This is an optimization exercise on Yosys and OpenROAD, whose aim is small area and a short achievable clock period, not a production implementation. In this exercise RTL edits were held to simulation tests only and were not proved equivalent to the original. The flow treats the clock pin as an ideal source, which a real chip does not have. Power is estimated from default activity; no workload was simulated.

==> flow/design.v (excerpt) <==
module branch_cluster_top (
    input   wire logic                      cpu_clock_i,
    input   wire logic                      reset_i,
    input   wire logic                      flush_i,
    input   wire logic [144:0]              op_i,
    input   wire logic                      op_valid_i,
    output  logic                           op_ready_o,
    output  logic [45:0]                    res_o,
    output  logic                           res_valid_o
);
export LEC_CHECK = 0
export CAP_MARGIN = 20
export CORE_MARGIN = 2
export CORE_UTILIZATION = 60
export SETUP_SLACK_MARGIN = 4.05
export SLEW_MARGIN = 20
create_clock -name core_clock -period 6.5 [get_ports {cpu_clock_i}]
standard.sh (not shown) runs the stock make flow with config.mk's settings and CLKGATE_MAP_FILE= SYNTH_SCRIPT=/design/flow/synth_recipe.tcl, a recipe that flattens the netlist after the stock synthesis.
==> flow/flow/run.sh <==
#!/bin/bash
# The standard layout, with three changes:
# - a hand-built clock tree in place of TritonCTS's (see mycts.tcl): ORFS's
#   CTS step sources mycts.tcl first. TritonCTS is then pointed at a net with
#   no clock sinks (res_valid_o), so it leaves the tree as built; the rest of
#   the CTS step (placement legalization, timing repair) runs as usual.
# - the port buffers are buf_2 (timing repair resizes them where needed).
# - after CTS's timing repair, post_cts.tcl runs the setup repair once more.
set -euo pipefail
here=$(pwd)
export PRE_CTS_TCL=$here/flow/mycts.tcl
export CTS_ARGS="-clk_nets res_valid_o -dont_use_dummy_load"
export BUFFER_PORTS_ARGS="-buffer_cell sky130_fd_sc_hd__buf_2"
export POST_CTS_TCL=$here/flow/post_cts.tcl
bash standard.sh > $here/standard.log 2>&1
==> flow/flow/post_cts.tcl <==
# A second round of setup repair after ORFS's own, then legalize again
log_cmd estimate_parasitics -placement
repair_timing_helper -setup
set result [catch { detailed_placement } msg]
if { $result != 0 } {
  error "Detailed placement failed after the second repair: $msg"
}
check_placement -verbose
Other scripts of this flow, unchanged in this note and not shown: flow/flow/mycts.tcl
==> next run, changes <==
--- a/flow/flow/run.sh
+++ b/flow/flow/run.sh
@@ -1,3 +1,3 @@
 #!/bin/bash
-# The standard layout, with three changes:
+# The standard layout, with two changes:
 # - a hand-built clock tree in place of TritonCTS's (see mycts.tcl): ORFS's
@@ -7,3 +7,2 @@
 # - the port buffers are buf_2 (timing repair resizes them where needed).
-# - after CTS's timing repair, post_cts.tcl runs the setup repair once more.
 set -euo pipefail
@@ -13,3 +12,2 @@
 export BUFFER_PORTS_ARGS="-buffer_cell sky130_fd_sc_hd__buf_2"
-export POST_CTS_TCL=$here/flow/post_cts.tcl
 bash standard.sh > $here/standard.log 2>&1
--- a/flow/config.mk
+++ b/flow/config.mk
@@ -9,4 +9,4 @@
 export CORE_MARGIN = 2
-export CORE_UTILIZATION = 60
-export SETUP_SLACK_MARGIN = 4.05
+export CORE_UTILIZATION = 55
+export SETUP_SLACK_MARGIN = 3.95
 export SLEW_MARGIN = 20
removed: flow/flow/post_cts.tcl
What happened: The changed run finished clean; total power hardly moves; global-route usage came out lower by 4.3 points; utilization drops by 6.2 points; routed wire length is lower by 3.1%; final area went down by 0.99%; clock power barely changes; sequential power is about the same; die area goes up by 9.0%.
==> next run, changes <==
--- a/flow/flow/run.sh
+++ b/flow/flow/run.sh
@@ -7,2 +7,3 @@
 # - the port buffers are buf_2 (timing repair resizes them where needed).
+# - after CTS's timing repair, post_cts.tcl runs the setup repair once more.
 set -euo pipefail
@@ -12,2 +13,3 @@
 export BUFFER_PORTS_ARGS="-buffer_cell sky130_fd_sc_hd__buf_2"
+export POST_CTS_TCL=$here/flow/post_cts.tcl
 bash standard.sh > $here/standard.log 2>&1
==> flow/flow/post_cts.tcl (new file) <==
# A second round of setup repair after ORFS's own, then legalize again
log_cmd estimate_parasitics -placement
repair_timing_helper -setup
set result [catch { detailed_placement } msg]
if { $result != 0 } {
  error "Detailed placement failed after the second repair: $msg"
}
check_placement -verbose
After rerunning: Design area hardly moves; die area does not change; via count hardly moves; combinational power barely changes; clock power stays flat; global-route usage stays flat; power barely changes; sequential power hardly moves; sequential cell count stays the same; first-iteration DRC count is higher by 3.6%; synthesized cell count stays the same.
==> next run, changes <==
--- a/flow/flow/run.sh
+++ b/flow/flow/run.sh
@@ -1,3 +1,3 @@
 #!/bin/bash
-# The standard layout, with two changes:
+# The standard layout, with three changes:
 # - a hand-built clock tree in place of TritonCTS's (see mycts.tcl): ORFS's
--- a/flow/config.mk
+++ b/flow/config.mk
@@ -10,3 +10,3 @@
 export CORE_UTILIZATION = 55
-export SETUP_SLACK_MARGIN = 3.95
+export SETUP_SLACK_MARGIN = 4.05
 export SLEW_MARGIN = 20
What happened:
- The changed run produced a clean layout
- combinational power hardly moves
- sequential cell count does not change
- clock power barely changes
- hold slack improved by 4.2 ps
- sequential share of layout area came out lower by 0.33 points
- die area does not change

## separate check: timing with driven ports
How much do the figures lean on ideal ports? The routed layouts below were timed once more, with nothing changed but the port constraints. Step 1 (the two cells are an assumption about what drives the block):
set clk [get_ports {cpu_clock_i}]
set_driving_cell -lib_cell sky130_fd_sc_hd__clkbuf_16 $clk
set_driving_cell -lib_cell sky130_fd_sc_hd__buf_2 [delete_from_list [all_inputs] $clk]
Step 2 adds t to the input delays and takes it off the output delays; t is the mean of the earliest and latest rising clock arrival at the registers after step 1. Input paths then give back, and output paths get back, about the clock's delay inside the block. Slacks: ideal / step 1 / step 2; pairs: ideal / step 1.
| run | t (ns) | setup WS [ns] | worst data-port slew with drivers (ns) |
|---|---|---|---|
| the first run | 0.895 | 3.936 / 3.694 / 3.363 | 0.18 |
| the second run | 0.886 | 3.439 / 3.438 / 3.204 | 0.30 |
| the third run | 0.887 | 3.876 / 3.755 / 3.226 | 0.30 |
| the fourth run | 0.873 | 3.968 / 3.736 / 3.377 | 0.18 |
After both steps setup and hold are still met in every run listed. The setup slack of the third run, which loses most, moves by -0.121 ns with the drivers and by -0.650 ns with both steps.
